From an optimization exercise on the open Yosys and OpenROAD flow, aimed at small area, a short achievable clock period and few clock cycles per item; shortcuts taken in it are not production practice. Where RTL was checked, it was by simulation tests only, not by an equivalence proof against the original.

==> inputs of v30 <==
==> flow/design.v (excerpt) <==
module iter_multiplier (
    input  logic        clk,
    input  logic        rst_n,
    input  logic        mul_start,
    input  logic [63:0] a,
    input  logic [63:0] b,
    input  logic [1:0]  op,
    input  logic        word,
    input  logic        next,
    output logic [63:0] mul_result,
    output logic        mul_ok,
    output logic        busy
);
    logic        busy_q, fix_q, ok_q;
    logic [63:0] a_q, b_q;
    logic        a64_q, b64_q;
    logic [66:0] s_q, c_q;
    logic        cy_q;
    logic [7:0]  lo_s_q, lo_c_q;
    logic [3:0]  one_q, two_q, neg_q;       
    logic [3:0]  one_h_q, two_h_q, neg_h_q;  
    logic [2:0]  cnt_q;
    logic        word_q, fixop_q;
    wire idle = !busy_q && !ok_q;
    wire calc = busy_q && !fix_q;
    wire a_sgn_in = (op != 2'b11);
    wire b_sgn_in = !op[1];
    wire a64_in   = a_sgn_in & a[63];
    function automatic logic [2:0] benc(input logic x2, input logic x1, input logic x0);
        benc[0] = x1 ^ x0;                                   
        benc[1] = (x2 & ~x1 & ~x0) | (~x2 & x1 & x0);        
        benc[2] = x2;                                        
    endfunction
    logic [8:0] win;
    logic [3:0] one_d, two_d, neg_d;
    always_comb begin
        if (idle) win = b[8:0];
        else      win = {(cnt_q == 3'd6 && !word_q) ? b64_q : b_q[16], b_q[15:8]};
        for (int i = 0; i < 4; i++) begin
            logic [2:0] e;
            e = benc(win[2*i+2], win[2*i+1], win[2*i]);
            one_d[i] = e[0];
            two_d[i] = e[1];
            neg_d[i] = e[2];
        end
    end
    wire [66:0] ax = {a64_q, a64_q, a64_q, a_q};
    wire [66:0] ax2 = {ax[65:0], 1'b0};
  ...
clock: 7.5 ns
lec_check: 0
cap_margin: 20
core_margin: 2
core_utilization: 40
cts_cluster_diameter: 60
cts_cluster_size: 24
place_density: 0.8
setup_slack_margin: 4.5
slew_margin: 20
standard.sh (not shown) runs the stock make flow with config.mk's settings and CLKGATE_MAP_FILE= SYNTH_SCRIPT=/design/flow/synth_recipe.tcl, a recipe that flattens the netlist after the stock synthesis.
==> flow/flow/run.sh <==
#!/bin/bash
set -e
export BUFFER_PORTS_ARGS="-buffer_cell sky130_fd_sc_hd__buf_2"
bash standard.sh > standard.log 2>&1
==> inputs of v2, as changes to v30 <==
--- a/flow/design.v
+++ b/flow/design.v
@@ -8,24 +8,24 @@
     input  logic        word,
     input  logic        next,
     output logic [63:0] mul_result,
     output logic        mul_ok,
     output logic        busy
 );
-    logic        busy_q, fix_q, ok_q;
+    logic        busy_q, fix_q, inc_q, ok_q;
     logic [63:0] a_q, b_q;
     logic        a64_q, b64_q;
     logic [66:0] s_q, c_q;
     logic        cy_q;
     logic [7:0]  lo_s_q, lo_c_q;
     logic [3:0]  one_q, two_q, neg_q;       
     logic [3:0]  one_h_q, two_h_q, neg_h_q;  
     logic [2:0]  cnt_q;
     logic        word_q, fixop_q;
     wire idle = !busy_q && !ok_q;
-    wire calc = busy_q && !fix_q;
+    wire calc = busy_q && !fix_q && !inc_q;
     wire a_sgn_in = (op != 2'b11);
     wire b_sgn_in = !op[1];
     wire a64_in   = a_sgn_in & a[63];
     function automatic logic [2:0] benc(input logic x2, input logic x1, input logic x0);
         benc[0] = x1 ^ x0;                                   
         benc[1] = (x2 & ~x1 & ~x0) | (~x2 & x1 & x0);        
@@ -924,13 +924,12 @@
     assign hlc[28] = hlg4_27 | (hlp4_27 & c8);
     assign hlc[29] = hlg4_28 | (hlp4_28 & c8);
     assign hlc[30] = hlg4_29 | (hlp4_29 & c8);
     assign hlc[31] = hlg4_30 | (hlp4_30 & c8);
     assign hlc[32] = hlg4_31 | (hlp4_31 & c8);
     wire [31:0] hl = hlp ^ hlc[31:0];
-    wire c32 = hlc[32];
     wire [31:0] hhp = s_q[63:32] ^ c_q[63:32];
     wire [31:0] hhg = s_q[63:32] & c_q[63:32];
     wire hhg0_1 = hhg[1] | (hhp[1] & hhg[0]);
     wire hhp0_1 = hhp[1] & hhp[0];
     wire hhg0_3 = hhg[3] | (hhp[3] & hhg[2]);
     wire hhp0_3 = hhp[3] & hhp[2];
@@ -1088,55 +1087,57 @@
     wire hhp4_29 = hhp3_29 & hhp3_15;
     wire hhg4_30 = hhg3_30 | (hhp3_30 & hhg3_15);
     wire hhp4_30 = hhp3_30 & hhp3_15;
     wire hhg4_31 = hhg3_31 | (hhp3_31 & hhg3_15);
     wire hhp4_31 = hhp3_31 & hhp3_15;
     wire [32:0] hhc;
-    assign hhc[0] = c32;
-    assign hhc[1] = hhg[0] | (hhp[0] & c32);
-    assign hhc[2] = hhg0_1 | (hhp0_1 & c32);
-    assign hhc[3] = hhg1_2 | (hhp1_2 & c32);
-    assign hhc[4] = hhg1_3 | (hhp1_3 & c32);
-    assign hhc[5] = hhg2_4 | (hhp2_4 & c32);
-    assign hhc[6] = hhg2_5 | (hhp2_5 & c32);
-    assign hhc[7] = hhg2_6 | (hhp2_6 & c32);
-    assign hhc[8] = hhg2_7 | (hhp2_7 & c32);
-    assign hhc[9] = hhg3_8 | (hhp3_8 & c32);
-    assign hhc[10] = hhg3_9 | (hhp3_9 & c32);
-    assign hhc[11] = hhg3_10 | (hhp3_10 & c32);
-    assign hhc[12] = hhg3_11 | (hhp3_11 & c32);
-    assign hhc[13] = hhg3_12 | (hhp3_12 & c32);
-    assign hhc[14] = hhg3_13 | (hhp3_13 & c32);
-    assign hhc[15] = hhg3_14 | (hhp3_14 & c32);
-    assign hhc[16] = hhg3_15 | (hhp3_15 & c32);
-    assign hhc[17] = hhg4_16 | (hhp4_16 & c32);
-    assign hhc[18] = hhg4_17 | (hhp4_17 & c32);
-    assign hhc[19] = hhg4_18 | (hhp4_18 & c32);
-    assign hhc[20] = hhg4_19 | (hhp4_19 & c32);
-    assign hhc[21] = hhg4_20 | (hhp4_20 & c32);
-    assign hhc[22] = hhg4_21 | (hhp4_21 & c32);
-    assign hhc[23] = hhg4_22 | (hhp4_22 & c32);
-    assign hhc[24] = hhg4_23 | (hhp4_23 & c32);
-    assign hhc[25] = hhg4_24 | (hhp4_24 & c32);
-    assign hhc[26] = hhg4_25 | (hhp4_25 & c32);
-    assign hhc[27] = hhg4_26 | (hhp4_26 & c32);
-    assign hhc[28] = hhg4_27 | (hhp4_27 & c32);
-    assign hhc[29] = hhg4_28 | (hhp4_28 & c32);
-    assign hhc[30] = hhg4_29 | (hhp4_29 & c32);
-    assign hhc[31] = hhg4_30 | (hhp4_30 & c32);
-    assign hhc[32] = hhg4_31 | (hhp4_31 & c32);
+    assign hhc[0] = 1'b0;
+    assign hhc[1] = hhg[0];
+    assign hhc[2] = hhg0_1;
+    assign hhc[3] = hhg1_2;
+    assign hhc[4] = hhg1_3;
+    assign hhc[5] = hhg2_4;
+    assign hhc[6] = hhg2_5;
+    assign hhc[7] = hhg2_6;
+    assign hhc[8] = hhg2_7;
+    assign hhc[9] = hhg3_8;
+    assign hhc[10] = hhg3_9;
+    assign hhc[11] = hhg3_10;
+    assign hhc[12] = hhg3_11;
+    assign hhc[13] = hhg3_12;
+    assign hhc[14] = hhg3_13;
+    assign hhc[15] = hhg3_14;
+    assign hhc[16] = hhg3_15;
+    assign hhc[17] = hhg4_16;
+    assign hhc[18] = hhg4_17;
+    assign hhc[19] = hhg4_18;
+    assign hhc[20] = hhg4_19;
+    assign hhc[21] = hhg4_20;
+    assign hhc[22] = hhg4_21;
+    assign hhc[23] = hhg4_22;
+    assign hhc[24] = hhg4_23;
+    assign hhc[25] = hhg4_24;
+    assign hhc[26] = hhg4_25;
+    assign hhc[27] = hhg4_26;
+    assign hhc[28] = hhg4_27;
+    assign hhc[29] = hhg4_28;
+    assign hhc[30] = hhg4_29;
+    assign hhc[31] = hhg4_30;
+    assign hhc[32] = hhg4_31;
     wire [31:0] hh = hhp ^ hhc[31:0];
+    wire c32 = hlc[32];
     logic [63:0] b_d, b_e, b_sh;
     always_comb begin
         b_e = b_q;
         if (idle) b_e = b;
+        else if (inc_q) b_e[63:32] = b_q[63:32] + 32'd1;
         b_sh = {low9[7:0], b_q[63:8]};
         if (word_q) b_sh[31:24] = low9[7:0];
         if (word_q && fix_q) b_sh[63:32] = {32{low9[7]}};
         if (fix_q && fixop_q) b_d = {hh, hl};
-        else if (busy_q) b_d = b_sh;
+        else if (busy_q && !inc_q) b_d = b_sh;
         else b_d = b_e;
     end
     wire last = word_q ? (cnt_q == 3'd3) : (cnt_q == 3'd7);
     always_ff @(posedge clk) begin
         b_q <= b_d;
         if (idle) begin
@@ -1165,23 +1166,33 @@
         neg_h_q <= (calc && last) ? 4'b0 : neg_d;
     end
     always_ff @(posedge clk or negedge rst_n) begin
         if (!rst_n) begin
             busy_q <= 1'b0;
             fix_q  <= 1'b0;
+            inc_q  <= 1'b0;
             ok_q   <= 1'b0;
         end else if (next) begin
             busy_q <= 1'b0;
             fix_q  <= 1'b0;
+            inc_q  <= 1'b0;
             ok_q   <= 1'b0;
         end else if (idle) begin
             busy_q <= mul_start;
         end else if (calc) begin
             if (last) fix_q <= 1'b1;
         end else if (fix_q) begin
-            fix_q  <= 1'b0;
+            fix_q <= 1'b0;
+            if (fixop_q && c32) begin
+                inc_q <= 1'b1;
+            end else begin
+                busy_q <= 1'b0;
+                ok_q   <= 1'b1;
+            end
+        end else if (inc_q) begin
+            inc_q  <= 1'b0;
             busy_q <= 1'b0;
             ok_q   <= 1'b1;
         end
     end
     assign mul_result = b_q;
     assign mul_ok     = ok_q;
- ABC_AREA: default -> 1
==> inputs of v6, as changes to v30 <==
--- a/flow/design.v
+++ b/flow/design.v
@@ -8,24 +8,24 @@
     input  logic        word,
     input  logic        next,
     output logic [63:0] mul_result,
     output logic        mul_ok,
     output logic        busy
 );
-    logic        busy_q, fix_q, ok_q;
+    logic        busy_q, fix_q, inc_q, ok_q;
     logic [63:0] a_q, b_q;
     logic        a64_q, b64_q;
     logic [66:0] s_q, c_q;
     logic        cy_q;
     logic [7:0]  lo_s_q, lo_c_q;
     logic [3:0]  one_q, two_q, neg_q;       
     logic [3:0]  one_h_q, two_h_q, neg_h_q;  
     logic [2:0]  cnt_q;
     logic        word_q, fixop_q;
     wire idle = !busy_q && !ok_q;
-    wire calc = busy_q && !fix_q;
+    wire calc = busy_q && !fix_q && !inc_q;
     wire a_sgn_in = (op != 2'b11);
     wire b_sgn_in = !op[1];
     wire a64_in   = a_sgn_in & a[63];
     function automatic logic [2:0] benc(input logic x2, input logic x1, input logic x0);
         benc[0] = x1 ^ x0;                                   
         benc[1] = (x2 & ~x1 & ~x0) | (~x2 & x1 & x0);        
@@ -924,13 +924,12 @@
     assign hlc[28] = hlg4_27 | (hlp4_27 & c8);
     assign hlc[29] = hlg4_28 | (hlp4_28 & c8);
     assign hlc[30] = hlg4_29 | (hlp4_29 & c8);
     assign hlc[31] = hlg4_30 | (hlp4_30 & c8);
     assign hlc[32] = hlg4_31 | (hlp4_31 & c8);
     wire [31:0] hl = hlp ^ hlc[31:0];
-    wire c32 = hlc[32];
     wire [31:0] hhp = s_q[63:32] ^ c_q[63:32];
     wire [31:0] hhg = s_q[63:32] & c_q[63:32];
     wire hhg0_1 = hhg[1] | (hhp[1] & hhg[0]);
     wire hhp0_1 = hhp[1] & hhp[0];
     wire hhg0_3 = hhg[3] | (hhp[3] & hhg[2]);
     wire hhp0_3 = hhp[3] & hhp[2];
@@ -1088,55 +1087,57 @@
     wire hhp4_29 = hhp3_29 & hhp3_15;
     wire hhg4_30 = hhg3_30 | (hhp3_30 & hhg3_15);
     wire hhp4_30 = hhp3_30 & hhp3_15;
     wire hhg4_31 = hhg3_31 | (hhp3_31 & hhg3_15);
     wire hhp4_31 = hhp3_31 & hhp3_15;
     wire [32:0] hhc;
-    assign hhc[0] = c32;
-    assign hhc[1] = hhg[0] | (hhp[0] & c32);
-    assign hhc[2] = hhg0_1 | (hhp0_1 & c32);
-    assign hhc[3] = hhg1_2 | (hhp1_2 & c32);
-    assign hhc[4] = hhg1_3 | (hhp1_3 & c32);
-    assign hhc[5] = hhg2_4 | (hhp2_4 & c32);
-    assign hhc[6] = hhg2_5 | (hhp2_5 & c32);
-    assign hhc[7] = hhg2_6 | (hhp2_6 & c32);
-    assign hhc[8] = hhg2_7 | (hhp2_7 & c32);
-    assign hhc[9] = hhg3_8 | (hhp3_8 & c32);
-    assign hhc[10] = hhg3_9 | (hhp3_9 & c32);
-    assign hhc[11] = hhg3_10 | (hhp3_10 & c32);
-    assign hhc[12] = hhg3_11 | (hhp3_11 & c32);
-    assign hhc[13] = hhg3_12 | (hhp3_12 & c32);
-    assign hhc[14] = hhg3_13 | (hhp3_13 & c32);
-    assign hhc[15] = hhg3_14 | (hhp3_14 & c32);
-    assign hhc[16] = hhg3_15 | (hhp3_15 & c32);
-    assign hhc[17] = hhg4_16 | (hhp4_16 & c32);
-    assign hhc[18] = hhg4_17 | (hhp4_17 & c32);
-    assign hhc[19] = hhg4_18 | (hhp4_18 & c32);
-    assign hhc[20] = hhg4_19 | (hhp4_19 & c32);
-    assign hhc[21] = hhg4_20 | (hhp4_20 & c32);
-    assign hhc[22] = hhg4_21 | (hhp4_21 & c32);
-    assign hhc[23] = hhg4_22 | (hhp4_22 & c32);
-    assign hhc[24] = hhg4_23 | (hhp4_23 & c32);
-    assign hhc[25] = hhg4_24 | (hhp4_24 & c32);
-    assign hhc[26] = hhg4_25 | (hhp4_25 & c32);
-    assign hhc[27] = hhg4_26 | (hhp4_26 & c32);
-    assign hhc[28] = hhg4_27 | (hhp4_27 & c32);
-    assign hhc[29] = hhg4_28 | (hhp4_28 & c32);
-    assign hhc[30] = hhg4_29 | (hhp4_29 & c32);
-    assign hhc[31] = hhg4_30 | (hhp4_30 & c32);
-    assign hhc[32] = hhg4_31 | (hhp4_31 & c32);
+    assign hhc[0] = 1'b0;
+    assign hhc[1] = hhg[0];
+    assign hhc[2] = hhg0_1;
+    assign hhc[3] = hhg1_2;
+    assign hhc[4] = hhg1_3;
+    assign hhc[5] = hhg2_4;
+    assign hhc[6] = hhg2_5;
+    assign hhc[7] = hhg2_6;
+    assign hhc[8] = hhg2_7;
+    assign hhc[9] = hhg3_8;
+    assign hhc[10] = hhg3_9;
+    assign hhc[11] = hhg3_10;
+    assign hhc[12] = hhg3_11;
+    assign hhc[13] = hhg3_12;
+    assign hhc[14] = hhg3_13;
+    assign hhc[15] = hhg3_14;
+    assign hhc[16] = hhg3_15;
+    assign hhc[17] = hhg4_16;
+    assign hhc[18] = hhg4_17;
+    assign hhc[19] = hhg4_18;
+    assign hhc[20] = hhg4_19;
+    assign hhc[21] = hhg4_20;
+    assign hhc[22] = hhg4_21;
+    assign hhc[23] = hhg4_22;
+    assign hhc[24] = hhg4_23;
+    assign hhc[25] = hhg4_24;
+    assign hhc[26] = hhg4_25;
+    assign hhc[27] = hhg4_26;
+    assign hhc[28] = hhg4_27;
+    assign hhc[29] = hhg4_28;
+    assign hhc[30] = hhg4_29;
+    assign hhc[31] = hhg4_30;
+    assign hhc[32] = hhg4_31;
     wire [31:0] hh = hhp ^ hhc[31:0];
+    wire c32 = hlc[32];
     logic [63:0] b_d, b_e, b_sh;
     always_comb begin
         b_e = b_q;
         if (idle) b_e = b;
+        else if (inc_q) b_e[63:32] = b_q[63:32] + 32'd1;
         b_sh = {low9[7:0], b_q[63:8]};
         if (word_q) b_sh[31:24] = low9[7:0];
         if (word_q && fix_q) b_sh[63:32] = {32{low9[7]}};
         if (fix_q && fixop_q) b_d = {hh, hl};
-        else if (busy_q) b_d = b_sh;
+        else if (busy_q && !inc_q) b_d = b_sh;
         else b_d = b_e;
     end
     wire last = word_q ? (cnt_q == 3'd3) : (cnt_q == 3'd7);
     always_ff @(posedge clk) begin
         b_q <= b_d;
         if (idle) begin
@@ -1165,23 +1166,33 @@
         neg_h_q <= (calc && last) ? 4'b0 : neg_d;
     end
     always_ff @(posedge clk or negedge rst_n) begin
         if (!rst_n) begin
             busy_q <= 1'b0;
             fix_q  <= 1'b0;
+            inc_q  <= 1'b0;
             ok_q   <= 1'b0;
         end else if (next) begin
             busy_q <= 1'b0;
             fix_q  <= 1'b0;
+            inc_q  <= 1'b0;
             ok_q   <= 1'b0;
         end else if (idle) begin
             busy_q <= mul_start;
         end else if (calc) begin
             if (last) fix_q <= 1'b1;
         end else if (fix_q) begin
-            fix_q  <= 1'b0;
+            fix_q <= 1'b0;
+            if (fixop_q && c32) begin
+                inc_q <= 1'b1;
+            end else begin
+                busy_q <= 1'b0;
+                ok_q   <= 1'b1;
+            end
+        end else if (inc_q) begin
+            inc_q  <= 1'b0;
             busy_q <= 1'b0;
             ok_q   <= 1'b1;
         end
     end
     assign mul_result = b_q;
     assign mul_ok     = ok_q;
- CTS_CLUSTER_DIAMETER: 60 -> default
- CTS_CLUSTER_SIZE: 24 -> default
- PLACE_DENSITY: 0.8 -> default
==> notes.md <==
| item | v2 | v30 | v6 |
|---|---|---|---|
| Achievable frequency | 334 MHz | 289 MHz | 341 MHz |
| Worst Clk Skew | 0.0252 ns | 0.0251 ns | 0.0209 ns |
| Worst reg2reg path endpoint | s_q[58] | b_q[56] | b_q[14] |
| Count of mapped cells out of synthesis | 3034 | 2362 | 2513 |
| RD Place Congestion | 0.969 | 0.957 | 0.911 |
| Pin count of the biggest net entering global routing | 93 | 144 | 149 |
| Termination of the worst setup path | s_q[58] | b_q[56] | b_q[14] |
| Die span in y | 259 µm | 251 µm | 256 µm |
| Most used cell, CP | sky130_fd_sc_hd__fa_1 | sky130_fd_sc_hd__buf_4 | - |
| Wire length of the first global-routing pass | 130000 µm | 117000 µm | 122000 µm |
| Most common cell after layout, fill and taps aside | sky130_fd_sc_hd__nand2_1 | sky130_fd_sc_hd__fa_1 | sky130_fd_sc_hd__fa_1 |
| GR Layer Usage met1 | 31.8% | 31.9% | 34.8% |
| Post-CTS Repair Setup Buffers | 30 | 29 | 3 |
| Amount of wire on met3 after detailed routing | 11000 µm | 8910 µm | 7540 µm |
| Post-synth cell types | 49 | 74 | 76 |
| Worst EP arrival | 3.50 ns | 3.95 ns | 3.24 ns |
| Run status | finished clean | finished clean | finished clean |
Testbench counts of v2, summed over its fixed seeds: cycles 23,924, items 2,400.
Testbench counts of v6, summed over its fixed seeds: cycles 23,924, items 2,400.
No functional check of the RTL was part of v30.

[what the ideal ports hide]
Ports are ideal in the flow. The routed layouts listed here were re-timed in OpenROAD.
Step 1 sets driving cells, clkbuf_16 on the clock port and buf_2 on the other inputs (assumed; they add their load-dependent delay and slew).
Step 2 also shifts input and output timing later by t, the mid clock arrival at the registers, as if the neighbouring blocks saw the same clock.
Slacks: no drivers / after step 1 / after step 2; pairs: no drivers / after step 1.
run | t, ns | setup WS [ns] | hold slack, ns
v30 | 0.667 | 4.039 / 4.039 / 4.039 | 0.382 / 0.382 / 0.382
v2 | 0.664 | 4.504 / 4.504 / 4.310 | 0.386 / 0.386 / 0.386
v6 | 0.623 | 4.571 / 4.571 / 4.517 | 0.413 / 0.413 / 0.413
After both steps setup and hold are still met in every run listed. The setup slack of v2, which loses most, moves by 0.000 ns with the drivers and by -0.194 ns with both steps.
